This is an optimization exercise on Yosys and OpenROAD, whose aim is small area, not a production implementation.
In this exercise RTL edits were held to simulation tests only and were not proved equivalent to the original.

===== flow/config.mk =====
export PLATFORM = sky130hd
export DESIGN_NAME = minilab_top
export DESIGN_NICKNAME = minilab_top
export VERILOG_FILES = /design/flow/design.v
export SDC_FILE = /design/flow/constraint.sdc
export NUM_CORES = 4
export LEC_CHECK = 0
export CAP_MARGIN = 20
export CORE_MARGIN = 2
export CORE_UTILIZATION = 40
export GPL_TIMING_DRIVEN = 0
export SLEW_MARGIN = 20

===== flow/constraint.sdc =====
create_clock -name core_clock -period 8.0 [get_ports {CLOCK_50}]
set_input_delay 1.6000 -clock core_clock [delete_from_list [all_inputs] [get_ports {CLOCK_50}]]
set_output_delay 1.6000 -clock core_clock [all_outputs]
set_load 0.01 [all_outputs]

===== flow/design.v =====
`timescale 1ns/1ps
module minilab_top (
  input  logic        CLOCK_50,
  input  logic        KEY,
  input  logic [9:0]  SW,
  output logic        LEDR,
  output logic [6:0]  HEX0,
  output logic [6:0]  HEX1,
  output logic [6:0]  HEX2,
  output logic [6:0]  HEX3,
  output logic [6:0]  HEX4,
  output logic [6:0]  HEX5,
  output logic        mem_read,
  output logic [31:0] mem_address,
  input  logic [63:0] mem_readdata,
  input  logic        mem_readdatavalid,
  input  logic        mem_waitrequest
);
  localparam int RW = 19;
  logic       pass;       
  logic       is_b;       
  logic [2:0] row;        
  logic       req;        
  logic       wait_rsp;   
  logic [2:0] j;          
  logic       done;
  logic capture;
  assign capture = wait_rsp && mem_readdatavalid;
  always_ff @(posedge CLOCK_50 or negedge KEY) begin
    if (!KEY) begin
      pass     <= 1'b0;
      is_b     <= 1'b1;
      row      <= 3'd0;
      req      <= 1'b0;
      wait_rsp <= 1'b0;
      j        <= 3'd0;
      done     <= 1'b0;
    end else begin
      if (req && !mem_waitrequest) begin
        req      <= 1'b0;
        wait_rsp <= 1'b1;
      end
      if (capture) begin
        wait_rsp <= 1'b0;
        if (is_b) begin
          is_b <= 1'b0;
          req  <= 1'b1;
        end else begin
          j <= 3'd1;
        end
      end
      if (j != 3'd0) j <= j + 3'd1;
      if (j == 3'd7) begin
        row <= row + 3'd1;
        if (row == 3'd7) begin
          if (pass) begin
            is_b <= 1'b1;
          end else begin
            pass <= 1'b1;
            is_b <= 1'b1;
            req  <= 1'b1;
          end
        end else begin
          req <= 1'b1;
        end
      end
      if (pass && is_b && !req && !wait_rsp) done <= 1'b1;
      if (!req && !wait_rsp && is_b && !pass && j == 3'd0) req <= 1'b1;
    end
  end
  assign mem_read    = req;
  assign mem_address = is_b ? 32'd0 : {28'd0, 1'b0, row} + 32'd1;
  assign LEDR        = done;
  logic [31:0] h;
  assign h = pass ? mem_readdata[31:0] : mem_readdata[63:32];
  logic [31:0] b_q;
  always_ff @(posedge CLOCK_50) begin
    if (capture && is_b) b_q <= h;
  end
  logic [3:0] a_q [7];
  always_ff @(posedge CLOCK_50) begin
    for (int m = 0; m < 6; m++) begin
      if (j == 3'd0) a_q[m] <= h[27-4*m -: 4];
      else           a_q[m] <= a_q[m+1];
    end
    a_q[6] <= h[3:0];
  end
  logic [3:0] op_a;
  logic [7:0] op_b;
  logic       hi;
  assign op_a = (j == 3'd0) ? h[31:28] : a_q[0];
  assign op_b = b_q[31 - 8*j[2:1] -: 8];
  assign hi   = !j[0];
  logic [RW-1:0] res [8];
  logic [2:0]    sel_idx;
  logic [RW-1:0] sel;
  logic [RW-1:0] base;
  logic [RW-1:0] sum;
  logic [11:0]   prod;
  logic [15:0]   addend;
  logic [11:0]   p_q;
  logic          hi_q;
  logic          we_q;
  logic          zero_q;
  logic [2:0]    row_q;
  assign prod = op_a * op_b;
  always_ff @(posedge CLOCK_50) begin
    p_q    <= prod;
    hi_q   <= hi;
    we_q   <= (capture && !is_b) || (j != 3'd0);
    zero_q <= !pass && j == 3'd0;
    row_q  <= row;
  end
  assign sel_idx = done ? SW[3:1] : row_q;
  assign sel     = res[sel_idx];
  assign base    = zero_q ? '0 : sel;
  assign addend  = hi_q ? {p_q, 4'd0} : {4'd0, p_q};
  assign sum     = base + RW'(addend);
  always_ff @(posedge CLOCK_50) begin
    for (int i = 0; i < 8; i++) begin
      if (we_q && row_q == 3'(i)) res[i] <= sum;
    end
  end
  function automatic logic [6:0] seg_of(input logic [3:0] nib);
    case (nib)
      4'h0:    seg_of = 7'b1000000;
      4'h1:    seg_of = 7'b1111001;
      4'h2:    seg_of = 7'b0100100;
      4'h3:    seg_of = 7'b0110000;
      4'h4:    seg_of = 7'b0011001;
      4'h5:    seg_of = 7'b0010010;
      4'h6:    seg_of = 7'b0000010;
      4'h7:    seg_of = 7'b1111000;
      4'h8:    seg_of = 7'b0000000;
      4'h9:    seg_of = 7'b0011000;
      4'ha:    seg_of = 7'b0001000;
      4'hb:    seg_of = 7'b0000011;
      4'hc:    seg_of = 7'b1000110;
      4'hd:    seg_of = 7'b0100001;
      4'he:    seg_of = 7'b0000110;
      default: seg_of = 7'b0001110;
    endcase
  endfunction
  logic        show;
  logic [23:0] shown;
  assign show  = done && SW[0];
  assign shown = {5'd0, sel};
  assign HEX0 = show ? seg_of(shown[3:0])   : 7'b1111111;
  assign HEX1 = show ? seg_of(shown[7:4])   : 7'b1111111;
  assign HEX2 = show ? seg_of(shown[11:8])  : 7'b1111111;
  assign HEX3 = show ? seg_of(shown[15:12]) : 7'b1111111;
  assign HEX4 = show ? seg_of(shown[19:16]) : 7'b1111111;
  assign HEX5 = show ? seg_of(shown[23:20]) : 7'b1111111;
endmodule

===== flow/flow/run.sh =====
#!/bin/bash
# Layout flow: the standard flow (standard.sh) with these changes:
#  - synthesis maps logic with an area-oriented ABC script (flow/area.abc),
#    without ORFS's half/full-adder extraction, Kogge-Stone adder map or pass-through output
#    buffers (flow/my_synth.tcl); registers are mapped
#    exactly as in the standard synthesis;
#  - port buffers use the smallest buffer cell;
#  - clock tree: clkbuf_8 leaf clusters, no dummy loads.
# Each tool's output goes to flow_run.log (make) and ORFS's own logs.
set -euo pipefail
HERE=$(pwd)
sed "s|SYNTH_SCRIPT=[^ ]*|SYNTH_SCRIPT=$HERE/flow/my_synth.tcl|" standard.sh > my_standard.sh
export BUFFER_PORTS_ARGS="-buffer_cell sky130_fd_sc_hd__buf_1"
export CTS_ARGS="-sink_clustering_enable -repair_clock_nets -dont_use_dummy_load -buf_list sky130_fd_sc_hd__clkbuf_8 -sink_clustering_size 16 -sink_clustering_max_diameter 60"
export MY_ABC_SCRIPT=$HERE/flow/area.abc
bash my_standard.sh ADDER_MAP_FILE= SYNTH_OPERATIONS_ARGS=-noshare SYNTH_INSBUF=0 finish > flow_run.log 2>&1

===== flow/flow/area.abc =====
strash
&get -n
&fraig -x
&put
dc2
strash
dch -f
amap -m

===== flow/flow/my_synth.tcl =====
# synth_recipe.tcl with an area-oriented ABC mapping: the default yosys ABC
# script in place of ORFS's speed script. Everything else (front end,
# register mapping, flatten and renames) is the same as the standard flow's.
proc synth {args} { yosys synth -nofsm -noshare {*}$args }
proc abc {args} {
  set keep {}
  set i 0
  while {$i < [llength $args]} {
    set a [lindex $args $i]
    if {$a eq "-script" || $a eq "-constr" || $a eq "-D"} {
      incr i 2
      continue
    }
    lappend keep $a
    incr i
  }
  if {[info exists ::env(MY_ABC_D)] && $::env(MY_ABC_D) ne ""} {
    lappend keep -D $::env(MY_ABC_D)
  }
  if {[info exists ::env(MY_ABC_SCRIPT)] && $::env(MY_ABC_SCRIPT) ne ""} {
    lappend keep -script $::env(MY_ABC_SCRIPT)
  }
  yosys abc {*}$keep
}
source $::env(SCRIPTS_DIR)/synth.tcl
# left out here: clear keep_hierarchy, flatten, clean up, hide names made inside functions, write 1_2_yosys.v

===== flow/standard.sh =====
#!/bin/bash
# synth_recipe.tcl (not shown) runs the flow's synth.tcl, then flattens the netlist and writes it again
# the make line also repeats each setting of config.mk as NAME=value (left out here)
make -C /OpenROAD-flow-scripts/flow DESIGN_CONFIG=/design/flow/config.mk WORK_HOME=/design/flow/orfs CLKGATE_MAP_FILE= SYNTH_SCRIPT=/design/flow/synth_recipe.tcl "${@:-finish}"

==> results of run 1 <==
cell usage after synthesis (all sizes together) (3+ instances only):
master / number / share of area (%)
edfxtp: 184 / 53
nand2: 149 / 5.3
nor2: 130 / 4.7
clkinv: 78 / 2.8
o21ai: 69 / 3.3
o21a: 56 / 4.0
dfxtp: 46 / 8.8
a21oi: 41 / 2.0
o22ai: 40 / 2.4
a222oi: 23 / 2.2
a221oi: 21 / 1.8
a22o: 20 / 1.7
a22oi: 16 / 1.1
nor3: 16 / 0.76
nand3: 14 / 0.67
dfrtp: 10 / 2.4
o221ai: 7 / 0.58
o31ai: 6 / 0.43
nor2b: 5 / 0.30
a31oi: 4 / 0.24
and3: 3 / 0.18
critical path: cells and delay by family:
| family | cells | cell delay, ns |
|---|---|---|
| AND/OR/NAND/NOR | 31 | 3.26 |
| AO/OA/AOI/OAI | 7 | 1.57 |
| buffers and inverters | 4 | 0.78 |
routing by layer:
metal	routed length (um)	global-route usage, %	up-vias
met5	0	0	-
met4	410	4.159	0
met3	1602	2.431	28
met2	11320	27.75	262
met1	11740	25.92	3761
li1	-	-	3996
worst max-delay path by stage:
| stage | endpoint | slack [ns] | depth (start not counted) |
|---|---|---|---|
| after CTS | res[1][18] | 0.61 | 39 |
| after detailed placement | res[4][18] | 0.08 | 39 |
| after floorplan | res[0][18] | 1.10 | 39 |
| after global placement | res[2][18] | -1.48 | 40 |
| final | res[2][18] | 1.04 | 42 |
| after global routing | res[6][18] | 0.0008 | 41 |
sequential cells by signal (all words and copies together) (netlist names):
name	cells
hi_q	1
req	1
j	3
done	1
a_q	28
b_q	32
is_b	1
wait_rsp	1
res	152
zero_q	1
row	3
p_q	12
pass	1
we_q	1
row_q	3
metrics by stage:
stage                     hold WS [ns]  cell area, sq um  TNS (ns)  setup WS, ns
after floorplan                 0.3753             10590         0         1.103
after global placement          0.3934             11450    -52.36        -1.481
after detailed placement        0.4027             11790         0       0.08338
after CTS                       0.4209             12080         0        0.6077
after global routing            0.4383             12110         0     0.0007914
final                           0.4157             12110         0         1.043
repair_timing:
| action | 4_1_cts | 5_1_grt |
|---|---|---|
| hold buffers | 0 | 0 |
| endpoints found under the setup margin | 0 | 16 |
| setup buffers | 0 | 0 |
| resized for setup | 0 | 9 |
layout make-up:
type,instances,area share (%)
timing repair buffer,146,5.877
multi-input combinational,668,30.32
tap,335,3.460
clock buffer,21,2.386
inverter,78,2.448
sequential,241,55.51
kinds of logic (layout without fill, tap and decap cells):
family	count (synthesis)	count (layout)	share of synthesized area, %
flip-flops	241	241	64.12
buffers and inverters	78	245	2.793
AND/OR/NAND/NOR	321	321	12.14
AO/OA/AOI/OAI	318	318	20.87
other	2	29	0.07163
==> results.yml, run 1 <==
synth:
  yosysSeqAreaShare_pct: 64.12
  ys_types: 36
  synth-main-ff-cell: "edfxtp_1"
  netlist_instances: 960
  yosys_warnings: 3
  synth_edf_count: 184
  synthArstFlopShare_pct: 4.564
  avgSynthCellArea_sq_um: 10.92
  synth_area_sq_um: 10480
  synth_seq_cells: 241
timing:
  finalSetupViolations: 0
  clock-skew-final_ns: 0.06880
  slew_viol_final: 0
  worst_slew_pin_slew_ns: 0.8998
  final.min_clock_period_ns: 6.957
  grt_setup_unrepaired: "no"
  maxSlewHeadroom_pct: 39.93
  fmax_mhz: 143.7
  hold_viol: 0
  post-route-period-util_pct: 86.96
worst_setup_path:
  critPathMaxStageDelay_ns: 0.40
  critical_path_arrival_ns: 7.26
  r2r_setup_slack_ns: 1.45
  required_ns: 8.31
  worstRegToRegCells: 42
  critPathKind: "in2reg"
  worstSetupStartpoint: "SW[2]"
  path_max_fanout: 9
  critical_path.startpoint_type: "input port"
  cp_common_cell: "nand2_1"
  crit_slowest_cell: "nor3_4"
  rr_endpoint: "res[2][18]"
  reg2reg_from: "done"
  endpoint_kind: "flip-flop"
finish:
  layout.cells.non_filler: 1489
  fin_util_pct: 46.75
  multi_input_area_sq_um: 3672
  syn2layout_area_growth_pct: 15.54
  layout_common_cells: "edfxtp_1 (184), nand2_1 (148), nor2_1 (129)"
  drive_gt1_share_pct: 6.326
  fin_nets: 1234
  insertedDiodeCount: 0
  regArea_sq_um: 6724
  n_fill_cell: 2400
  final_common_cell: "edfxtp_1"
min_path:
  hold_class: "reg2reg"
  whs_endpoint: "row_q[1]"
  min_from: "row[1]"
  hold_depth: 0
die:
  core_area_sq_um: 25910
  ios: 154
  die_y_um: 165.9
  start_util_pct: 40.46
  fp.dieArea_sq_um: 27520
  die_w_um: 165.9
  row_count: 59
cts:
  insertion_delay_ns: 0.53
  cts_buffer_depth: 3
  path_clk_slew_ns: 0.09
  htree_levels: 1
  clock-root-buffer: "clkbuf_8"
  cts.sinks: 241
  cts_tree: "built"
  cts_made_buffers: 21
outcome:
  status: "timing/DRC/antenna clean"
grt:
  grt_max_degree: 36
  overflow: 0
  grt_pass1_vias: 7260
  antenna_found_initial: 0
  grt_pass1_wl_mm: 38.99
  grtUsageTotal_pct: 17.59
placement:
  dp.cells: 1468
  hpwl_mm: 18.01
  portBuffers: 118
  gp_congestion: 0.8210
routing:
  drt_iter0_drc: 558
  first_pass_iters: 5
  ant_nets: 0
  vias: 8047
  wl_mm: 25.07
  wl_per_cell_um: 16.84
  drc_errors: 0
  vias_per_cell: 5.404
run:
  cap_viol_max_count: 0
==> run 2, diff against run 1 <==
--- a/flow/design.v
+++ b/flow/design.v
@@ -37,16 +37,17 @@
       done     <= 1'b0;
     end else begin
-      if (req && !mem_waitrequest) begin
-        req      <= 1'b0;
-        wait_rsp <= 1'b1;
-      end
       if (capture) begin
         wait_rsp <= 1'b0;
         if (is_b) begin
           is_b <= 1'b0;
-          req  <= 1'b1;
         end else begin
           j <= 3'd1;
         end
+      end
+      if (mem_read && !mem_waitrequest) begin
+        req      <= 1'b0;
+        wait_rsp <= 1'b1;
+      end else if (mem_read) begin
+        req      <= 1'b1;
       end
       if (j != 3'd0) j <= j + 3'd1;
@@ -59,8 +60,5 @@
             pass <= 1'b1;
             is_b <= 1'b1;
-            req  <= 1'b1;
           end
-        end else begin
-          req <= 1'b1;
         end
       end
@@ -69,6 +67,9 @@
     end
   end
-  assign mem_read    = req;
-  assign mem_address = is_b ? 32'd0 : {28'd0, 1'b0, row} + 32'd1;
+  logic early;
+  assign early       = (j == 3'd7) && !(pass && row == 3'd7);
+  assign mem_read    = req || early || (capture && is_b);
+  assign mem_address = early ? ((row == 3'd7) ? 32'd0 : {28'd0, 1'b0, row} + 32'd2)
+                             : ((is_b && !capture) ? 32'd0 : {28'd0, 1'b0, row} + 32'd1);
   assign LEDR        = done;
   logic [31:0] h;
@@ -113,5 +114,10 @@
   end
   assign sel_idx = done ? SW[3:1] : row_q;
-  assign sel     = res[sel_idx];
+  always_comb begin
+    sel = '0;
+    for (int i = 0; i < 8; i++) begin
+      if (sel_idx == 3'(i)) sel = sel | res[i];
+    end
+  end
   assign base    = zero_q ? '0 : sel;
   assign addend  = hi_q ? {p_q, 4'd0} : {4'd0, p_q};
==> results.yml, run 2 <==
timing:
  worst_slew_pin_slew_ns: 1.022
  finalSetupViolations: 0
  final.min_clock_period_ns: 7.331
  hold_viol: 0
  maxSlewHeadroom_pct: 31.68
  clock-skew-final_ns: 0.04080
  fmax_mhz: 136.4
  post-route-period-util_pct: 91.63
  slew_viol_final: 0
  fin_ws_ns: 0.6695
worst_setup_path:
  crit_slowest_cell: "nor3_4"
  required_ns: 8.32
  worstRegToRegCells: 40
  critPathKind: "in2reg"
  critPathMaxStageDelay_ns: 0.43
  cp_common_cell: "nand2_1"
  critical_path_arrival_ns: 7.65
  critical_path.startpoint_type: "input port"
  endpoint_kind: "flip-flop"
  path_max_fanout: 9
synth:
  synth_top_area_share_pct: 52.40
  synthTopCellsByArea: "edfxtp_1 (52%), dfxtp_1 (8.7%), nand2_1 (5.3%), nor2_1 (5.1%), o21a_1 (3.8%)"
  netlist_instances: 976
  synth-main-ff-cell: "edfxtp_1"
  yosysSeqAreaShare_pct: 63.76
  synth_area_sq_um: 10540
  yosysTopAreaCell: "edfxtp_1"
  synth_seq_cells: 241
  synth_common_cells: "edfxtp_1 (184), nand2_1 (149), nor2_1 (142)"
  synth_edf_count: 184
  synthArstFlopShare_pct: 4.564
  yosys_warnings: 3
  ys_types: 34
  yosysMostFrequentCell: "edfxtp_1"
  avgSynthCellArea_sq_um: 10.80
routing:
  wl_mm: 25.62
  ant_nets: 0
  first_pass_iters: 7
  vias_per_cell: 5.382
  vias: 8149
  drc_errors: 0
  drt_iter0_drc: 733
  wl_per_cell_um: 16.92
die:
  fp.dieArea_sq_um: 27670
  core_area_sq_um: 25980
  row_count: 59
  die_y_um: 166.4
  ios: 154
  die_w_um: 166.4
  start_util_pct: 40.58
cts:
  insertion_delay_ns: 0.52
  clock-root-buffer: "clkbuf_8"
  cts.sinks: 241
  cts_buffer_depth: 3
  path_clk_slew_ns: 0.10
  cts_made_buffers: 20
  ctsHoldBuffers: 0
  htree_levels: 1
  cts_tree: "built"
finish:
  fin_util_pct: 47.42
  reg_top3: "res (152), b_q (32), a_q (28)"
  layout_common_cells: "edfxtp_1 (184), nand2_1 (148), nor2_1 (140)"
  insertedDiodeCount: 0
  final_common_cell: "edfxtp_1"
  largest_reg_flops: 152
  fin_nets: 1259
  regMostFlops: "res"
  drive_gt1_share_pct: 7.379
  finish.instance_area_sq_um: 12320
  syn2layout_area_growth_pct: 16.86
grt:
  overflow: 0
  grt_pass1_wl_mm: 39.59
  grt_pass1_vias: 7379
  grtUsageTotal_pct: 17.86
  grt_max_degree: 36
  antenna_found_initial: 0
placement:
  portBuffers: 118
  hpwl_mm: 19.05
  gp_congestion: 0.7595
  place_ws_ns: -0.3304
  place_area_sq_um: 11970
min_path:
  hold_class: "reg2reg"
  hold_depth: 2
run:
  cap_viol_max_count: 0
outcome:
  status: "timing/DRC/antenna clean"
-- run 2: changes by cell type after synthesis, sizes merged, moves of 4 or more --
cell,before,now
nand4,0,4
nor2,130,142
nand3,14,10
a21oi,41,34
a221oi,21,16
clkinv,78,83
o31ai,6,1
nor3,16,22
-- run 2: logic make-up after synthesis --
| logic type | count (synthesis) | share of synthesized area [%] |
|---|---|---|
| and+or+nand+nor | 345 | 13.18 |
| buffers and inverters | 83 | 2.955 |
| AOI/OAI and AO/OA | 305 | 20.03 |
| other | 2 | 0.07123 |
| DFF | 241 | 63.76 |
-- run 2: metrics by stage --
stage	std cells	hold WS, ns	setup TNS, ns
floorplan	1003	0.3908	0
global placement	1456	0.4036	-87.31
detailed placement	1494	0.4107	-3.408
CTS	1514	0.4037	0
global route	1514	0.4266	-0.3593
finish	1514	0.3971	0
-- run 2: timing repair --
action	in CTS	in global routing
endpoints found under the setup margin	0	24
setup buffers	0	0
resized for setup	0	13
-- run 2: layout make-up --
| cell class | count | area [sq um] |
|---|---|---|
| multi-input combinational | 679 | 3780 |
| clock buffer | 20 | 275.3 |
| tap | 335 | 419.2 |
| timing repair buffer | 156 | 804.5 |
| fill | 2427 | 13660 |
| sequential | 241 | 6724 |
| inverter | 83 | 319.1 |
-- run 2: worst paths after layout --
path / start / endpoint / slack (ns)
max in group asynchronous: KEY / pass / 6.55
setup / recovery: SW[2] / res[5][18] / 0.67
hold reg to reg: a_q[4][2] / a_q[3][2] / 0.40
min in group asynchronous: KEY / wait_rsp / 1.04
hold / removal: a_q[4][2] / a_q[3][2] / 0.40
setup reg to reg: done / res[5][18] / 0.97
-- run 2: critical path: cells and delay by family --
family | cells | cell delay (ns)
compound gates | 7 | 1.83
buf+inv | 5 | 1.06
simple gates | 28 | 3.11
-- run 2: per-layer routing --
metal / global-route usage (%) / routed length [um] / vias to the layer above
met2: 28.36 / 11800 / 218
met4: 4.835 / 534 / 0
li1: - / - / 4044
met1: 26.02 / 11940 / 3851
met5: 0 / 0 / -
met3: 2.288 / 1338 / 36
==> run 3, diff against run 2 <==
--- a/flow/flow/run.sh
+++ b/flow/flow/run.sh
@@ -1,5 +1,5 @@
 #!/bin/bash
 # Layout flow: the standard flow (standard.sh) with these changes:
-#  - synthesis maps logic with an area-oriented ABC script (flow/area.abc),
+#  - synthesis maps logic with yosys's default (area-oriented) ABC script,
 #    without ORFS's half/full-adder extraction, Kogge-Stone adder map or pass-through output
 #    buffers (flow/my_synth.tcl); registers are mapped
@@ -13,4 +13,4 @@
 export BUFFER_PORTS_ARGS="-buffer_cell sky130_fd_sc_hd__buf_1"
 export CTS_ARGS="-sink_clustering_enable -repair_clock_nets -dont_use_dummy_load -buf_list sky130_fd_sc_hd__clkbuf_8 -sink_clustering_size 16 -sink_clustering_max_diameter 60"
-export MY_ABC_SCRIPT=$HERE/flow/area.abc
+export MY_ABC_D=8000
 bash my_standard.sh ADDER_MAP_FILE= SYNTH_OPERATIONS_ARGS=-noshare SYNTH_INSBUF=0 finish > flow_run.log 2>&1
--- a/flow/flow/my_synth.tcl
+++ b/flow/flow/my_synth.tcl
@@ -18,7 +18,4 @@
     lappend keep -D $::env(MY_ABC_D)
   }
-  if {[info exists ::env(MY_ABC_SCRIPT)] && $::env(MY_ABC_SCRIPT) ne ""} {
-    lappend keep -script $::env(MY_ABC_SCRIPT)
-  }
   yosys abc {*}$keep
 }
removed: flow/flow/area.abc
==> results.yml, run 3 <==
synth:
  yosysSeqAreaShare_pct: 61.72
  synthAdderAreaFrac_pct: 1.378
  synth_common_cells: "edfxtp_1 (184), nand2_1 (88), mux2_1 (63)"
  ys_types: 45
  synth-main-ff-cell: "edfxtp_1"
  netlist_instances: 854
  synth_edf_count: 184
  synth-xor-area-share_pct: 5.307
  synthMuxAreaShare_pct: 7.615
  synthArstFlopShare_pct: 4.564
  yosys_warnings: 3
  yosys.area_share.simple_pct: 11.62
  synth_top_area_share_pct: 50.72
  yosysMostFrequentCell: "edfxtp_1"
  synthTopCellsByArea: "edfxtp_1 (51%), dfxtp_1 (8.5%), mux2_1 (6.5%), xnor2_1 (3.1%), nand2_1 (3.0%)"
  yosysTopAreaCell: "edfxtp_1"
  avgSynthCellArea_sq_um: 12.76
  synth_top_family_by_area: "compound AO/OA/AOI/OAI gates"
  synth_seq_cells: 241
  synth_compound_area_share_pct: 11.77
  synth_area_sq_um: 10890
die:
  row_count: 60
  die_y_um: 169.0
  ios: 154
  die_w_um: 169.0
  start_util_pct: 40.53
  core_area_sq_um: 26880
  fp.dieArea_sq_um: 28570
cts:
  ctsHoldBuffers: 0
  cts_tree: "built"
  clock-root-buffer: "clkbuf_8"
  cts_buffer_depth: 3
  insertion_delay_ns: 0.54
  cts_made_buffers: 21
  path_clk_slew_ns: 0.09
  htree_levels: 1
  cts.sinks: 241
routing:
  drt_iter0_drc: 641
  first_pass_iters: 5
  vias_per_cell: 5.444
  wl_mm: 25.27
  ant_nets: 0
  vias: 7632
  wl_per_cell_um: 18.02
  drc_errors: 0
worst_setup_path:
  path_cells: "buf_1 > mux2i_2 > nand4_1 > nand4_1 > o311ai_1 > maj3_2 > maj3_1 > maj3_1 > maj3_1 > maj3_1 > maj3_2 > maj3_2 > maj3_2 > maj3_2 > maj3_2 > maj3_2 > nor3_4 > o311ai_2 > a311oi_2 > buf_4 > xor2_2 > buf_4"
  critical_path.startpoint_type: "input port"
  cp_top_family: "adder cells"
  cp_common_cell: "maj3_2"
  endpoint_kind: "flip-flop"
  crit_slowest_cell: "mux2i_2"
  critical_path_arrival_ns: 8.10
  critPathMaxStageDelay_ns: 0.57
  critPathKind: "in2reg"
  required_ns: 8.30
  path_max_fanout: 8
  cp_num_buf_inv: 3
grt:
  overflow: 0
  grtUsageTotal_pct: 17.52
  grt_pass1_vias: 6989
  antenna_found_initial: 0
  grt_max_degree: 37
  grt_pass1_wl_mm: 39.04
finish:
  reg_top3: "res (152), b_q (32), a_q (28)"
  fin_nets: 1141
  largest_reg_flops: 152
  insertedDiodeCount: 0
  syn2layout_area_growth_pct: 17.41
  regMostFlops: "res"
  final_common_cell: "edfxtp_1"
  layout_common_cells: "edfxtp_1 (184), buf_1 (118), nand2_1 (88)"
  fin_util_pct: 47.59
  drive_gt1_share_pct: 9.519
placement:
  gp_congestion: 0.7373
  hpwl_mm: 16.17
  portBuffers: 118
timing:
  grt_setup_unrepaired: "yes"
  hold_viol: 0
  finalSetupViolations: 0
  worst_slew_pin_slew_ns: 0.9581
  maxSlewHeadroom_pct: 36.04
  clock-skew-final_ns: 0.05833
  slew_viol_final: 0
  hold-worst-slack_ns: 0.4352
  final.min_clock_period_ns: 7.797
  fmax_mhz: 128.3
  post-route-period-util_pct: 97.47
outcome:
  status: "timing/DRC/antenna clean"
min_path:
  hold_class: "reg2reg"
run:
  cap_viol_max_count: 0
-- run 3: cell count changes in the layout (fill, tap and decap cells not counted), moves of 24 or more --
cell      previous run  this run
nor2_1             140        41
o21a_1              54         3
nand2b_1             1        26
nand2_1            148        88
a22oi_1             19        43
mux2_1               0        60
o21ai_0             71        39
xnor2_1              0        38
clkinv_1            80        15
o22ai_1             38         6
xor2_1               0        27
-- run 3: kinds of logic (layout without fill, tap and decap cells) --
| kind of cell | count (synthesis) | count (layout) |
|---|---|---|
| and+or+nand+nor | 261 | 261 |
| DFF | 241 | 241 |
| AOI/OAI and AO/OA | 179 | 179 |
| muxes | 75 | 75 |
| xor gates and xnor gates | 66 | 66 |
| adders and majority gates | 15 | 15 |
| buffers and inverters | 15 | 195 |
| other | 2 | 29 |
-- run 3: cell type report --
class	instances	area [sq um]
Clock buffer	21	289.0
Multi-Input combinational cell	625	4447
Inverter	15	56.30
Timing Repair Buffer	159	847.1
Sequential cell	241	6724
Fill cell	2432	14090
Tap cell	341	426.7
-- run 3: timing repair --
| item | CTS | global route |
|---|---|---|
| cloned | 0 | 0 |
| pin swaps | 8 | 4 |
| buffers inserted | 27 | 2 |
| setup endpoints to repair | 48 | 24 |
| resized for setup | 1 | 4 |
-- run 3: final timing paths --
check | slack [ns] | endpoint | depth (start not counted) | startpoint
min reg2reg | 0.44 | a_q[3][3] | 1 | a_q[4][3]
max reg2reg | 0.57 | res[0][18] | 21 | done
max in group asynchronous | 6.52 | pass | 1 | KEY
min in group asynchronous | 1.03 | req | 1 | KEY
min | 0.44 | a_q[3][3] | 1 | a_q[4][3]
max | 0.20 | res[0][18] | 22 | SW[1]
-- run 3: metrics by stage --
step / setup TNS [ns] / setup WS, ns / instance area (sq um) / std cells
2_1_floorplan: 0 / 0.05866 / 11130 / 881
3_3_place_gp: -44.64 / -1.212 / 12000 / 1340
3_5_place_dp: -48.40 / -1.272 / 12210 / 1352
4_1_cts: 0 / 0.04421 / 12740 / 1400
5_1_grt: -0.3169 / -0.04163 / 12790 / 1402
6_report: 0 / 0.2028 / 12790 / 1402
-- run 3: metal layers --
metal / share of wire, % / track usage (%) / vias to the layer above
li1: - / - / 3683
met1: 46 / 24.97 / 3637
met2: 47 / 28.74 / 270
met3: 5.5 / 2.128 / 42
met4: 2.1 / 4.274 / 0
met5: 0 / 0 / -
==> run 4, diff against run 3 <==
--- a/flow/design.v
+++ b/flow/design.v
@@ -37,17 +37,16 @@
       done     <= 1'b0;
     end else begin
+      if (req && !mem_waitrequest) begin
+        req      <= 1'b0;
+        wait_rsp <= 1'b1;
+      end
       if (capture) begin
         wait_rsp <= 1'b0;
         if (is_b) begin
           is_b <= 1'b0;
+          req  <= 1'b1;
         end else begin
           j <= 3'd1;
         end
-      end
-      if (mem_read && !mem_waitrequest) begin
-        req      <= 1'b0;
-        wait_rsp <= 1'b1;
-      end else if (mem_read) begin
-        req      <= 1'b1;
       end
       if (j != 3'd0) j <= j + 3'd1;
@@ -56,20 +55,19 @@
         if (row == 3'd7) begin
           if (pass) begin
-            is_b <= 1'b1;
+            done <= 1'b1;
           end else begin
             pass <= 1'b1;
             is_b <= 1'b1;
+            req  <= 1'b1;
           end
+        end else begin
+          req <= 1'b1;
         end
       end
-      if (pass && is_b && !req && !wait_rsp) done <= 1'b1;
       if (!req && !wait_rsp && is_b && !pass && j == 3'd0) req <= 1'b1;
     end
   end
-  logic early;
-  assign early       = (j == 3'd7) && !(pass && row == 3'd7);
-  assign mem_read    = req || early || (capture && is_b);
-  assign mem_address = early ? ((row == 3'd7) ? 32'd0 : {28'd0, 1'b0, row} + 32'd2)
-                             : ((is_b && !capture) ? 32'd0 : {28'd0, 1'b0, row} + 32'd1);
+  assign mem_read    = req;
+  assign mem_address = is_b ? 32'd0 : {28'd0, 1'b0, row} + 32'd1;
   assign LEDR        = done;
   logic [31:0] h;
@@ -100,30 +98,15 @@
   logic [11:0]   prod;
   logic [15:0]   addend;
-  logic [11:0]   p_q;
-  logic          hi_q;
-  logic          we_q;
-  logic          zero_q;
-  logic [2:0]    row_q;
-  assign prod = op_a * op_b;
-  always_ff @(posedge CLOCK_50) begin
-    p_q    <= prod;
-    hi_q   <= hi;
-    we_q   <= (capture && !is_b) || (j != 3'd0);
-    zero_q <= !pass && j == 3'd0;
-    row_q  <= row;
-  end
-  assign sel_idx = done ? SW[3:1] : row_q;
-  always_comb begin
-    sel = '0;
-    for (int i = 0; i < 8; i++) begin
-      if (sel_idx == 3'(i)) sel = sel | res[i];
-    end
-  end
-  assign base    = zero_q ? '0 : sel;
-  assign addend  = hi_q ? {p_q, 4'd0} : {4'd0, p_q};
+  logic          we;
+  assign sel_idx = done ? SW[3:1] : row;
+  assign sel     = res[sel_idx];
+  assign base    = (!pass && j == 3'd0) ? '0 : sel;
+  assign prod    = op_a * op_b;
+  assign addend = hi ? {prod, 4'd0} : {4'd0, prod};
   assign sum     = base + RW'(addend);
+  assign we      = (capture && !is_b) || (j != 3'd0);
   always_ff @(posedge CLOCK_50) begin
     for (int i = 0; i < 8; i++) begin
-      if (we_q && row_q == 3'(i)) res[i] <= sum;
+      if (we && row == 3'(i)) res[i] <= sum;
     end
   end
==> flow/flow/run.sh (replaced) <==
#!/bin/bash
# Layout flow: the standard flow (standard.sh) with these changes:
#  - synthesis maps logic with yosys's default (area-oriented) ABC script,
#    without ORFS's half/full-adder extraction, Kogge-Stone adder map or
#    pass-through output buffers (flow/my_synth.tcl); registers are mapped
#    exactly as in the standard synthesis;
#  - port buffers use the smallest buffer cell;
#  - clock tree: clkbuf_16 leaf clusters of up to 30, no dummy loads.
# Each tool's output goes to flow_run.log (make) and ORFS's own logs.
set -euo pipefail
HERE=$(pwd)
sed "s|SYNTH_SCRIPT=[^ ]*|SYNTH_SCRIPT=$HERE/flow/my_synth.tcl|" standard.sh > my_standard.sh
export BUFFER_PORTS_ARGS="-buffer_cell sky130_fd_sc_hd__buf_1"
export CTS_ARGS="${CTS_ARGS_OVERRIDE:--sink_clustering_enable -repair_clock_nets -dont_use_dummy_load -buf_list sky130_fd_sc_hd__clkbuf_16 -sink_clustering_size 30 -sink_clustering_max_diameter 100}"
bash my_standard.sh ADDER_MAP_FILE= SYNTH_OPERATIONS_ARGS=-noshare SYNTH_INSBUF=0 finish > flow_run.log 2>&1
--- a/flow/flow/my_synth.tcl
+++ b/flow/flow/my_synth.tcl
@@ -15,7 +15,4 @@
     incr i
   }
-  if {[info exists ::env(MY_ABC_D)] && $::env(MY_ABC_D) ne ""} {
-    lappend keep -D $::env(MY_ABC_D)
-  }
   yosys abc {*}$keep
 }
==> results.yml, run 4 <==
outcome:
  status: "complete, but fails checks"
  check-failures: "setup timing"
worst_setup_path:
  critical_path_arrival_ns: 8.28
  critPathKind: "in2reg"
  endpoint_kind: "flip-flop"
  required_ns: 8.23
  worstRegToRegCells: 25
  reg2reg_from: "pass"
  rr_endpoint: "res[5][18]"
  critical_path.startpoint_type: "input port"
  r2r_setup_slack_ns: 0.06
  path_max_fanout: 8
timing:
  post-route-period-util_pct: 100.6
  fin_ws_ns: -0.04436
  fmax_mhz: 124.3
  hold-worst-slack_ns: 0.4407
  finalSetupViolations: 24
  grt_setup_unrepaired: "yes"
  maxSlewHeadroom_pct: 39.13
  slew_viol_final: 0
  clock-skew-final_ns: 0.02521
  hold_viol: 0
  final.min_clock_period_ns: 8.044
  worst_slew_pin_slew_ns: 0.9130
  finalSetupTns_ns: -0.6762
placement:
  hpwl_mm: 17.27
  place_ws_ns: -1.495
  place_area_sq_um: 12010
  portBuffers: 118
  gp_congestion: 0.7816
routing:
  ant_nets: 0
  wl_met1_mm: 11.87
  dr_wl_met3_mm: 1.219
  met2WireLength_mm: 12.32
  wl_mm: 25.78
  vias_per_cell: 5.382
  first_pass_iters: 5
  drt_iter0_drc: 645
  vias: 7605
  wl_per_cell_um: 18.24
  top_layer_used: "met4"
  drc_errors: 0
die:
  start_util_pct: 40.51
  ios: 154
  row_count: 59
  die_y_um: 166.2
  fp.dieArea_sq_um: 27630
  die_w_um: 166.2
  core_area_sq_um: 25980
finish:
  layout_common_cells: "edfxtp_1 (184), buf_1 (116), nand2_1 (90)"
  largest_reg_flops: 152
  n_fill_cell: 2300
  finish.instance_area_sq_um: 12920
  final_common_cell: "edfxtp_1"
  syn2layout_area_growth_pct: 22.75
  drive_gt1_share_pct: 17.35
  multi_input_area_sq_um: 4728
  fin_nets: 1158
  reg_top3: "res (152), b_q (32), a_q (28)"
  insertedDiodeCount: 0
  regMostFlops: "res"
  regArea_sq_um: 6367
min_path:
  min_from: "a_q[3][2]"
  hold_depth: 1
  whs_endpoint: "a_q[2][2]"
  hold_class: "reg2reg"
grt:
  overflow: 0
  grtUsageTotal_pct: 18.10
  grt_max_degree: 39
  antenna_found_initial: 0
  grt_pass1_wl_mm: 39.83
  grt_pass1_vias: 7211
cts:
  cts_tree: "built"
  ctsHoldBuffers: 0
  cts_made_buffers: 11
  cts.sinks: 223
  path_clk_slew_ns: 0.11
  clock-root-buffer: "clkbuf_16"
  htree_levels: 1
  cts_buffer_depth: 3
  insertion_delay_ns: 0.47
synth:
  synth_area_sq_um: 10530
  ys_types: 57
  synthTopCellsByArea: "edfxtp_1 (52%), mux2_1 (7.0%), dfxtp_1 (5.3%), nand2_1 (3.3%), nor2_1 (3.1%)"
  synth-main-ff-cell: "edfxtp_1"
  yosys_warnings: 3
  yosysTopAreaCell: "edfxtp_1"
  netlist_instances: 841
  yosysMostFrequentCell: "edfxtp_1"
  yosysSeqAreaShare_pct: 60.44
  synth_seq_cells: 223
  avgSynthCellArea_sq_um: 12.52
  synthArstFlopShare_pct: 4.933
  synth_common_cells: "edfxtp_1 (184), nand2_1 (93), nor2_1 (86)"
  synth_edf_count: 184
  synth_top_area_share_pct: 52.49
run:
  cap_viol_max_count: 0
==> run 4: cell count changes after synthesis, moves of 8 or more <==
cell      before  now
a222oi_1      28   18
a21oi_1       21   31
a221oi_1       0    9
nor2_1        48   86
nor3_1        19   11
dfxtp_1       46   28
mux2i_1       12    3
nand2b_1      26    5
==> run 4: metrics by stage <==
step	utilization (%)	cells
3_3_place_gp	45.22	1321
3_5_place_dp	46.23	1343
5_1_grt	49.73	1413
2_1_floorplan	-	868
4_1_cts	49.15	1402
6_report	49.73	1413
==> run 4: worst max-delay path, cell delays in order <==
cell,delay [ns]
buf_1,0.07
mux2_4,0.27
mux2_4,0.29
a22oi_2,0.28
o21ai_2,0.08
nor2b_4,0.14
xnor2_2,0.18
xnor3_1,0.30
xnor2_2,0.20
nand2_1,0.10
maj3_2,0.34
maj3_2,0.33
maj3_2,0.33
maj3_2,0.33
maj3_2,0.32
maj3_2,0.34
maj3_2,0.32
maj3_2,0.32
maj3_2,0.32
maj3_2,0.33
maj3_2,0.32
maj3_2,0.31
maj3_2,0.36
nor4_4,0.23
xor2_2,0.12
buf_6,0.14
==> run 4: logic make-up after synthesis <==
kind of cell,Yosys count,synth area share (%)
AND/OR/NAND/NOR,267,11.42
flip-flops,223,60.44
AO/OA/AOI/OAI,175,11.68
XOR/XNOR,71,6.169
multiplexers,71,7.881
adder cells (fa/ha/maj),20,1.902
buffers and inverters,12,0.4279
other,2,0.07134
==> run 4: routing by layer <==
| metal | vias to the layer above | track usage, % |
|---|---|---|
| li1 | 3678 | - |
| met1 | 3690 | 26.51 |
| met2 | 219 | 29.77 |
| met3 | 18 | 1.668 |
| met4 | 0 | 3.448 |
| met5 | - | 0 |
==> run 4: final cells by class <==
cell class | instances | share of cell area, %
clock buffer | 11 | 2.130
inverter | 12 | 0.3486
sequential | 223 | 49.28
multi-input combinational | 634 | 36.59
tap | 335 | 3.244
timing repair buffer | 198 | 8.405
==> run 4: worst max path at each step <==
stage | start | endpoint | slack, ns | depth (start not counted)
after floorplan | SW[1] | res[0][18] | -0.27 | 22
after global placement | SW[2] | res[1][18] | -1.43 | 24
after detailed placement | SW[3] | res[1][18] | -1.49 | 24
after CTS | mem_readdata[63] | res[2][18] | -0.04 | 26
after global routing | SW[2] | res[1][18] | -0.22 | 27
final | mem_readdata[63] | res[5][18] | -0.04 | 26
==> run 4: repair_timing <==
action	4_1_cts	5_1_grt
buffers inserted	47	11
pin swaps	19	4
gates cloned	1	0
resized for setup	25	15
setup endpoints to repair	40	40
==> run 5, diff against run 4 <==
==> flow/flow/run.sh (replaced) <==
#!/bin/bash
# Layout flow: the standard flow (standard.sh) with these changes:
#  - synthesis maps logic with yosys's default (area-oriented) ABC script,
#    without ORFS's half/full-adder extraction, Kogge-Stone adder map or
#    pass-through output buffers (flow/my_synth.tcl); registers are mapped
#    exactly as in the standard synthesis;
#  - port buffers use the smallest buffer cell;
#  - clock tree: clkbuf_8 leaf clusters, no dummy loads.
# Each tool's output goes to flow_run.log (make) and ORFS's own logs.
set -euo pipefail
HERE=$(pwd)
sed "s|SYNTH_SCRIPT=[^ ]*|SYNTH_SCRIPT=$HERE/flow/my_synth.tcl|" standard.sh > my_standard.sh
export BUFFER_PORTS_ARGS="-buffer_cell sky130_fd_sc_hd__buf_1"
export CTS_ARGS="${CTS_ARGS_OVERRIDE:--sink_clustering_enable -repair_clock_nets -dont_use_dummy_load -buf_list sky130_fd_sc_hd__clkbuf_8 -sink_clustering_size 16 -sink_clustering_max_diameter 60}"
bash my_standard.sh ADDER_MAP_FILE= SYNTH_OPERATIONS_ARGS=-noshare SYNTH_INSBUF=0 finish > flow_run.log 2>&1
==> results.yml, run 5 <==
synth:
  synth_area_sq_um: 10530
  yosysSeqAreaShare_pct: 60.44
  netlist_instances: 841
  yosysTopAreaCell: "edfxtp_1"
  ys_types: 57
  synth_seq_cells: 223
  yosys_warnings: 3
  synth_common_cells: "edfxtp_1 (184), nand2_1 (93), nor2_1 (86)"
  synth_top_area_share_pct: 52.49
  synth_edf_count: 184
  synth-main-ff-cell: "edfxtp_1"
  synthArstFlopShare_pct: 4.933
  avgSynthCellArea_sq_um: 12.52
  synthTopCellsByArea: "edfxtp_1 (52%), mux2_1 (7.0%), dfxtp_1 (5.3%), nand2_1 (3.3%), nor2_1 (3.1%)"
  yosysMostFrequentCell: "edfxtp_1"
worst_setup_path:
  path_max_fanout: 8
  crit_slowest_cell: "maj3_2"
  critical_path.startpoint_type: "input port"
  cp_top_family: "adder cells"
  critPathMaxStageDelay_ns: 0.37
  cp_common_cell: "maj3_2"
  cp_num_buf_inv: 3
  critPathKind: "in2reg"
  rr_endpoint: "res[2][18]"
  endpoint_kind: "flip-flop"
  worstRegToRegCells: 26
  r2r_setup_slack_ns: 0.17
  critical_path_arrival_ns: 8.30
  required_ns: 8.27
  reg2reg_from: "j[1]"
timing:
  slew_viol_final: 0
  finalSetupViolations: 10
  finalSetupTns_ns: -0.1775
  maxSlewHeadroom_pct: 39.32
  clock-skew-final_ns: 0.05460
  grt_setup_unrepaired: "yes"
  fmax_mhz: 124.6
  post-route-period-util_pct: 100.3
  worst_slew_pin_slew_ns: 0.9102
  final.min_clock_period_ns: 8.024
  fin_ws_ns: -0.02367
  hold_viol: 0
placement:
  portBuffers: 118
  gp_congestion: 0.7816
  hpwl_mm: 17.27
finish:
  insertedDiodeCount: 0
  syn2layout_area_growth_pct: 22.03
  n_fill_cell: 2313
  reg_top3: "res (152), b_q (32), a_q (28)"
  drive_gt1_share_pct: 17.07
  layout_common_cells: "edfxtp_1 (184), buf_1 (117), nand2_1 (89)"
  largest_reg_flops: 152
  multi_input_area_sq_um: 4718
  fin_util_pct: 49.43
  regMostFlops: "res"
  regArea_sq_um: 6370
  fin_nets: 1158
  final_common_cell: "edfxtp_1"
cts:
  ctsHoldBuffers: 0
  cts_buffer_depth: 3
  clock-root-buffer: "clkbuf_8"
  insertion_delay_ns: 0.54
  path_clk_slew_ns: 0.09
  cts.sinks: 223
  cts_made_buffers: 20
  htree_levels: 1
  cts_tree: "built"
outcome:
  check-failures: "setup timing"
  status: "complete, but fails checks"
routing:
  drc_errors: 0
  vias_per_cell: 5.399
  wl_mm: 25.90
  drt_iter0_drc: 632
  wl_per_cell_um: 18.33
  first_pass_iters: 4
  ant_nets: 0
  vias: 7629
min_path:
  hold_depth: 1
  min_from: "a_q[3][2]"
  hold_class: "reg2reg"
  whs_endpoint: "a_q[2][2]"
die:
  start_util_pct: 40.51
  die_w_um: 166.2
  row_count: 59
  core_area_sq_um: 25980
  die_y_um: 166.2
  fp.dieArea_sq_um: 27630
  ios: 154
grt:
  grt_pass1_vias: 7232
  antenna_found_initial: 0
  grt_pass1_wl_mm: 39.86
  grtUsageTotal_pct: 18.09
  grt_max_degree: 39
  overflow: 0
run:
  cap_viol_max_count: 0
run 5: changes by cell type in the layout (fill, tap and decap cells not counted), sizes merged:
cell,previous run,this run
clkbuf,12,20
buf,197,189
run 5: cell type report:
cell class | count | area share [%]
flip-flops and latches | 223 | 49.59
well taps | 335 | 3.263
clock buffers | 20 | 2.143
multi-input cells | 634 | 36.73
repair buffers | 189 | 7.919
inverters | 12 | 0.3507
run 5: how the worst max path moves through the flow:
| stage | startpoint | slack [ns] | depth (start not counted) | to |
|---|---|---|---|---|
| after floorplan | SW[1] | -0.27 | 22 | res[0][18] |
| after global placement | SW[2] | -1.43 | 24 | res[1][18] |
| after detailed placement | SW[3] | -1.49 | 24 | res[1][18] |
| after CTS | mem_readdata[62] | -0.02 | 24 | res[7][16] |
| after global routing | SW[1] | -0.18 | 25 | res[1][18] |
| final | mem_readdata[29] | -0.02 | 27 | res[2][18] |
run 5: timing repair:
item	CTS	global route
gates resized for setup	25	11
pin swaps	17	7
endpoints found under the hold margin	0	0
buffers inserted	43	7
cloned	1	0
setup endpoints to repair	40	32
run 5: per-layer routing:
layer | vias to the layer above | track usage (%) | share of wire, %
li1 | 3666 | - | -
met1 | 3701 | 26.26 | 47
met2 | 228 | 29.66 | 47
met3 | 34 | 2.073 | 5.1
met4 | 0 | 3.486 | 1.7
met5 | - | 0 | 0
run 5: logic make-up after synthesis:
group / count (synthesis) / share of synthesized area [%]
AND/OR/NAND/NOR: 267 / 11.42
flip-flops: 223 / 60.44
AO/OA/AOI/OAI: 175 / 11.68
XOR/XNOR: 71 / 6.169
multiplexers: 71 / 7.881
adder cells (fa/ha/maj): 20 / 1.902
buffers and inverters: 12 / 0.4279
other: 2 / 0.07134
run 5: per-stage QoR:
stage                     setup slack [ns]  hold slack [ns]  instance area, sq um  cells
after global routing               -0.1826           0.4578                 12840   1413
after global placement              -1.429           0.4152                 11750   1321
after detailed placement            -1.495           0.4196                 12010   1343
after floorplan                    -0.2714           0.4104                 10890    868
final                             -0.02367           0.4394                 12840   1413
after CTS                         -0.02340           0.4392                 12740   1407
==> run 6, diff against run 5 <==
==> flow/flow/run.sh (replaced) <==
#!/bin/bash
# Layout flow: the standard flow (standard.sh) with these changes:
#  - synthesis maps logic with an area-oriented ABC script (flow/area.abc),
#    without ORFS's half/full-adder extraction, Kogge-Stone adder map or pass-through output
#    buffers (flow/my_synth.tcl); registers are mapped
#    exactly as in the standard synthesis;
#  - port buffers use the smallest buffer cell;
#  - clock tree: clkbuf_8 leaf clusters, no dummy loads.
# Each tool's output goes to flow_run.log (make) and ORFS's own logs.
set -euo pipefail
HERE=$(pwd)
sed "s|SYNTH_SCRIPT=[^ ]*|SYNTH_SCRIPT=$HERE/flow/my_synth.tcl|" standard.sh > my_standard.sh
export BUFFER_PORTS_ARGS="-buffer_cell sky130_fd_sc_hd__buf_1"
export CTS_ARGS="-sink_clustering_enable -repair_clock_nets -dont_use_dummy_load -buf_list sky130_fd_sc_hd__clkbuf_8 -sink_clustering_size 16 -sink_clustering_max_diameter 60"
export MY_ABC_SCRIPT=$HERE/flow/area.abc
bash my_standard.sh ADDER_MAP_FILE= SYNTH_OPERATIONS_ARGS=-noshare SYNTH_INSBUF=0 finish > flow_run.log 2>&1
==> flow/flow/area.abc (new file) <==
strash
&get -n
&fraig -x
&put
dc2
strash
dch -f
amap -m -F 5 -A 10
--- a/flow/flow/my_synth.tcl
+++ b/flow/flow/my_synth.tcl
@@ -15,4 +15,10 @@
     incr i
   }
+  if {[info exists ::env(MY_ABC_D)] && $::env(MY_ABC_D) ne ""} {
+    lappend keep -D $::env(MY_ABC_D)
+  }
+  if {[info exists ::env(MY_ABC_SCRIPT)] && $::env(MY_ABC_SCRIPT) ne ""} {
+    lappend keep -script $::env(MY_ABC_SCRIPT)
+  }
   yosys abc {*}$keep
 }
==> results.yml, run 6 <==
routing:
  vias_per_cell: 5.566
  drc_errors: 0
  vias: 8098
  wl_mm: 26.52
  wl_per_cell_um: 18.23
  drt_iter0_drc: 886
  first_pass_iters: 6
  ant_nets: 0
grt:
  overflow: 0
  grt_pass1_vias: 7565
  grt_max_degree: 37
  grtUsageTotal_pct: 19.66
  antenna_found_initial: 0
  grt_pass1_wl_mm: 40.87
placement:
  portBuffers: 118
  hpwl_mm: 17.22
  place_area_sq_um: 11410
  gp_congestion: 0.7912
  dp.cells: 1417
worst_setup_path:
  critPathKind: "in2reg"
  worst-path-stages: 45
  critPathMaxStageDelay_ns: 0.31
  cp_top_family: "simple AND/OR/NAND/NOR gates"
  path_max_fanout: 13
  cp_num_buf_inv: 5
  endpoint_kind: "flip-flop"
  worstSetupStartpoint: "SW[3]"
  crit_slowest_cell: "o22ai_4"
  critical_path.startpoint_type: "input port"
  worstRegToRegCells: 45
  required_ns: 8.34
  reg2reg_from: "j[2]"
  critical_path_arrival_ns: 7.70
  r2r_setup_slack_ns: 0.71
  cp_common_cell: "nor2_1"
cts:
  cts.sinks: 223
  path_clk_slew_ns: 0.09
  clock-root-buffer: "clkbuf_8"
  cts_made_buffers: 19
  cts_tree: "built"
  cts_buffer_depth: 3
  insertion_delay_ns: 0.54
  htree_levels: 1
timing:
  post-route-period-util_pct: 92.01
  finalSetupTns_ns: 0
  fmax_mhz: 135.9
  finalSetupViolations: 0
  clock-skew-final_ns: 0.04120
  hold-worst-slack_ns: 0.3854
  hold_viol: 0
  final.min_clock_period_ns: 7.361
  maxSlewHeadroom_pct: 38.24
  worst_slew_pin_slew_ns: 0.9242
  slew_viol_final: 0
min_path:
  hold_class: "reg2reg"
  hold_depth: 2
  min_from: "a_q[3][0]"
synth:
  synth_area_sq_um: 10140
  yosysSeqAreaShare_pct: 62.73
  synth-main-ff-cell: "edfxtp_1"
  synthTopCellsByArea: "edfxtp_1 (54%), o21ai_0 (5.6%), dfxtp_1 (5.5%), nor2_1 (5.3%), nand2_1 (3.0%)"
  yosys_warnings: 3
  netlist_instances: 928
  synth_top_area_share_pct: 54.48
  yosysTopAreaCell: "edfxtp_1"
  ys_types: 36
  avgSynthCellArea_sq_um: 10.93
  yosysMostFrequentCell: "edfxtp_1"
  synth_common_cells: "edfxtp_1 (184), nor2_1 (144), o21ai_0 (114)"
  synth_seq_cells: 223
  synth_edf_count: 184
  synthArstFlopShare_pct: 4.933
finish:
  syn2layout_area_growth_pct: 18.47
  layout.cells.non_filler: 1455
  reg_top3: "res (152), b_q (32), a_q (28)"
  drive_gt1_share_pct: 9.067
  insertedDiodeCount: 0
  largest_reg_flops: 152
  regMostFlops: "res"
  finish.instance_area_sq_um: 12020
  final_common_cell: "edfxtp_1"
  layout_common_cells: "edfxtp_1 (184), nor2_1 (125), buf_1 (118)"
  fin_nets: 1205
die:
  core_area_sq_um: 25040
  fp.dieArea_sq_um: 26650
  start_util_pct: 40.51
  die_y_um: 163.2
  ios: 154
  die_w_um: 163.2
  row_count: 58
run:
  cap_viol_max_count: 0
outcome:
  status: "timing/DRC/antenna clean"
[run 6: routing by layer]
metal  wire length (um)  up-vias  part of all wire (%)  track usage, %
li1                   -     3957                     -               -
met5                  0        -                     0               0
met2              12260      266                    46           32.03
met3               1696       32                   6.4           2.158
met4                460        0                   1.7           4.867
met1              12100     3843                    46           28.20
[run 6: cells by family (layout without fill, tap and decap cells)]
kind of cell / count (synthesis) / in the layout / synth area share [%]
AOI/OAI and AO/OA: 347 / 347 / 22.71
buffers and inverters: 75 / 243 / 2.776
DFF: 223 / 223 / 62.73
other: 2 / 29 / 0.07405
and+or+nand+nor: 281 / 283 / 11.71
[run 6: final timing paths]
path                         endpoint
hold reg to reg             a_q[2][0]
setup / recovery           res[4][18]
setup reg to reg           res[4][18]
max in group asynchronous        pass
min in group asynchronous        done
hold / removal              a_q[2][0]
[run 6: worst min-delay path: stages, from the launching register on]
cell and delay, ns:
dfxtp_1 0.30, nand2_1 0.04, o21ai_0 0.05
[run 6: metrics by stage]
step                utilization [%]  worst slack, ns
detailed placement            45.59           -1.044
global placement              44.33           -2.267
CTS                           47.04           0.1368
global route                  47.99         -0.04118
floorplan                         -           0.4965
finish                        47.99           0.6391
[run 6: what timing repair did]
action / in CTS / in global routing
setup buffers: 6 / 11
hold buffers: 0 / 0
endpoints found under the setup margin: 48 / 48
cloned: 1 / 1
pin swaps: 5 / 5
resized for setup: 12 / 47
[run 6: layout make-up]
type                    instances  area (sq um)
clock buffers                  19         261.5
flip-flops and latches        223          6370
multi-input cells             659          3875
repair buffers                149         788.3
well taps                     330         412.9
fillers                      2291         13020
inverters                      75         307.8
==> run 7, diff against run 6 <==
==> flow/flow/area.abc (replaced) <==
strash
&get -n
&fraig -x
&put
dc2
strash
dch -f
amap -m
==> results.yml, run 7 <==
grt:
  grtUsageTotal_pct: 18.27
  grt_pass1_wl_mm: 37.74
  overflow: 0
  grt_pass1_vias: 6990
  antenna_found_initial: 0
  grt_max_degree: 38
finish:
  reg_top3: "res (152), b_q (32), a_q (28)"
  fin_util_pct: 47.13
  regArea_sq_um: 6365
  multi_input_area_sq_um: 3736
  drive_gt1_share_pct: 6.449
  n_fill_cell: 2373
  largest_reg_flops: 152
  final_common_cell: "edfxtp_1"
  syn2layout_area_growth_pct: 16.53
  regMostFlops: "res"
  layout.cells.non_filler: 1462
  fin_nets: 1212
  insertedDiodeCount: 0
  layout_common_cells: "edfxtp_1 (184), nand2_1 (159), nor2_1 (131)"
routing:
  drc_errors: 0
  wl_per_cell_um: 17.10
  drt_iter0_drc: 572
  wl_mm: 25.00
  first_pass_iters: 5
  vias: 7890
  ant_nets: 0
  vias_per_cell: 5.397
worst_setup_path:
  worstSetupStartpoint: "SW[2]"
  cp_common_cell: "nand2_1"
  critPathMaxStageDelay_ns: 0.67
  critical_path_arrival_ns: 7.40
  required_ns: 8.33
  crit_end: "res[1][18]"
  critical_path.startpoint_type: "input port"
  worstRegToRegCells: 48
  endpoint_kind: "flip-flop"
  r2r_setup_slack_ns: 1.02
  critPathKind: "in2reg"
  rr_endpoint: "res[1][18]"
  crit_slowest_cell: "nor3_2"
  reg2reg_from: "j[0]"
  path_max_fanout: 9
synth:
  netlist_instances: 944
  synth_area_sq_um: 10120
  yosys_warnings: 3
  synth-main-ff-cell: "edfxtp_1"
  synthTopCellsByArea: "edfxtp_1 (55%), nand2_1 (5.9%), dfxtp_1 (5.5%), nor2_1 (5.3%), o21a_1 (4.2%)"
  synth_edf_count: 184
  yosysTopAreaCell: "edfxtp_1"
  synth_seq_cells: 223
  synthArstFlopShare_pct: 4.933
  yosysSeqAreaShare_pct: 62.84
  synth_common_cells: "edfxtp_1 (184), nand2_1 (160), nor2_1 (142)"
  yosysMostFrequentCell: "edfxtp_1"
  synth_top_area_share_pct: 54.57
  ys_types: 36
  avgSynthCellArea_sq_um: 10.73
timing:
  fmax_mhz: 141.4
  clock-skew-final_ns: 0.04238
  post-route-period-util_pct: 88.38
  final.min_clock_period_ns: 7.071
  slew_viol_final: 0
  hold_viol: 0
  finalSetupViolations: 0
  hold-worst-slack_ns: 0.4289
  maxSlewHeadroom_pct: 28.26
  fin_ws_ns: 0.9293
  worst_slew_pin_slew_ns: 1.076
  grt_setup_unrepaired: "no"
placement:
  dp.cells: 1436
  gp_congestion: 0.8173
  hpwl_mm: 17.34
  place_ws_ns: -0.8002
  portBuffers: 118
die:
  die_w_um: 163.1
  ios: 154
  core_area_sq_um: 25040
  row_count: 58
  die_y_um: 163.1
  fp.dieArea_sq_um: 26600
  start_util_pct: 40.44
cts:
  cts.sinks: 223
  clock-root-buffer: "clkbuf_8"
  cts_tree: "built"
  cts_buffer_depth: 3
  ctsHoldBuffers: 0
  htree_levels: 1
  insertion_delay_ns: 0.53
  path_clk_slew_ns: 0.09
  cts_made_buffers: 19
min_path:
  hold_class: "reg2reg"
run:
  cap_viol_max_count: 0
outcome:
  status: "timing/DRC/antenna clean"
==> run 7: cell types whose count changed after synthesis, sizes merged, moves of 19 or more <==
cell    before  now
nand2       82  160
o21a         4   57
o21ai      114   65
a221oi       0   24
or2         24    1
a22oi       35   13
a21o        19    0
==> run 7: worst min path at each step <==
| stage | cells after the start | end | slack [ns] | start |
|---|---|---|---|---|
| floorplan | 2 | a_q[0][0] | 0.40 | a_q[1][0] |
| global placement | 2 | a_q[5][2] | 0.41 | a_q[6][2] |
| detailed placement | 2 | a_q[2][2] | 0.41 | a_q[3][2] |
| CTS | 2 | a_q[4][3] | 0.43 | a_q[5][3] |
| global route | 2 | a_q[5][3] | 0.45 | a_q[6][3] |
| finish | 2 | a_q[4][3] | 0.43 | a_q[5][3] |
==> run 7: kinds of logic (layout without fill, tap and decap cells) <==
kind of cell    count (synthesis)  in the layout  share of synthesized area [%]
other cells                     2             29                        0.07417
flops                         223            223                          62.84
compound gates                316            316                          21.58
buf+inv                        70            231                          2.595
simple gates                  333            333                          12.91
==> run 7: area by class of cell <==
class | instances | share of cell area [%]
Clock buffer | 19 | 2.216
Inverter | 70 | 2.344
Multi-Input combinational cell | 678 | 31.66
Sequential cell | 223 | 53.94
Tap cell | 330 | 3.499
Timing Repair Buffer | 142 | 6.331
==> run 7: metal layers <==
| metal | vias up | routed length (um) | GRT usage [%] |
|---|---|---|---|
| met5 | - | 0 | 0 |
| met3 | 23 | 1760 | 2.260 |
| met4 | 0 | 330 | 3.701 |
| li1 | 3927 | - | - |
| met2 | 275 | 11260 | 28.99 |
| met1 | 3665 | 11650 | 27.14 |
==> run 7: metrics by stage <==
stage	instance area (sq um)	setup TNS [ns]
after floorplan	10230	0
after global placement	11080	-38.86
after detailed placement	11420	-14.98
after CTS	11700	0
after global routing	11800	0
final	11800	0
==> run 7: worst max-delay path, delay by kind of cell <==
kind	cells	cell delay, ns
buffers and inverters	3	0.67
AOI/OAI and AO/OA	7	1.36
and+or+nand+nor	34	3.75
==> run 7: repair_timing <==
action	in CTS	in global routing
endpoints found under the setup margin	35	40
buffers inserted	0	7
resized for setup	4	14

[what the ideal ports hide]
No port has a modelled driver above. Below, the same layouts with a new extraction and two added sets of constraints.
Step 1 (the two cells are an assumption about what drives the block):
set clk [get_ports {CLOCK_50}]
set_driving_cell -lib_cell sky130_fd_sc_hd__clkbuf_16 $clk
set_driving_cell -lib_cell sky130_fd_sc_hd__buf_2 [delete_from_list [all_inputs] $clk]
Step 2 also shifts input and output timing later by t, the mid clock arrival at the registers, as if the neighbouring blocks saw the same clock.
Three values: ideal, step 1, step 2; two values: the first two.
| run | shift t [ns] | setup WS [ns] | worst hold slack (ns) | worst setup path at the end | latest minus earliest clock arrival (ns) |
|---|---|---|---|---|---|
| run 1 | 0.535 | 1.043 / 1.065 / 0.530 | 0.416 / 0.416 / 0.416 | input to register | 0.069 / 0.068 |
| run 2 | 0.546 | 0.669 / 0.688 / 0.142 | 0.397 / 0.397 / 0.397 | input to register | 0.049 / 0.050 |
| run 3 | 0.556 | 0.203 / 0.220 / -0.337 | 0.435 / 0.435 / 0.435 | input to register | 0.058 / 0.059 |
| run 4 | 0.506 | -0.044 / -0.020 / -0.526 | 0.441 / 0.441 / 0.441 | input to register | 0.025 / 0.025 |
| run 5 | 0.547 | -0.024 / -0.009 / -0.556 | 0.439 / 0.439 / 0.439 | input to register | 0.054 / 0.054 |
| run 6 | 0.557 | 0.639 / 0.655 / 0.097 | 0.385 / 0.385 / 0.385 | input to register | 0.041 / 0.041 |
| run 7 | 0.544 | 0.929 / 0.947 / 0.403 | 0.429 / 0.429 / 0.429 | input to register | 0.043 / 0.042 |
With both steps, setup timing fails in run 3, where it was met with ideal ports. The setup slack of run 6, which loses most, moves by +0.016 ns with the drivers and by -0.542 ns with both steps.
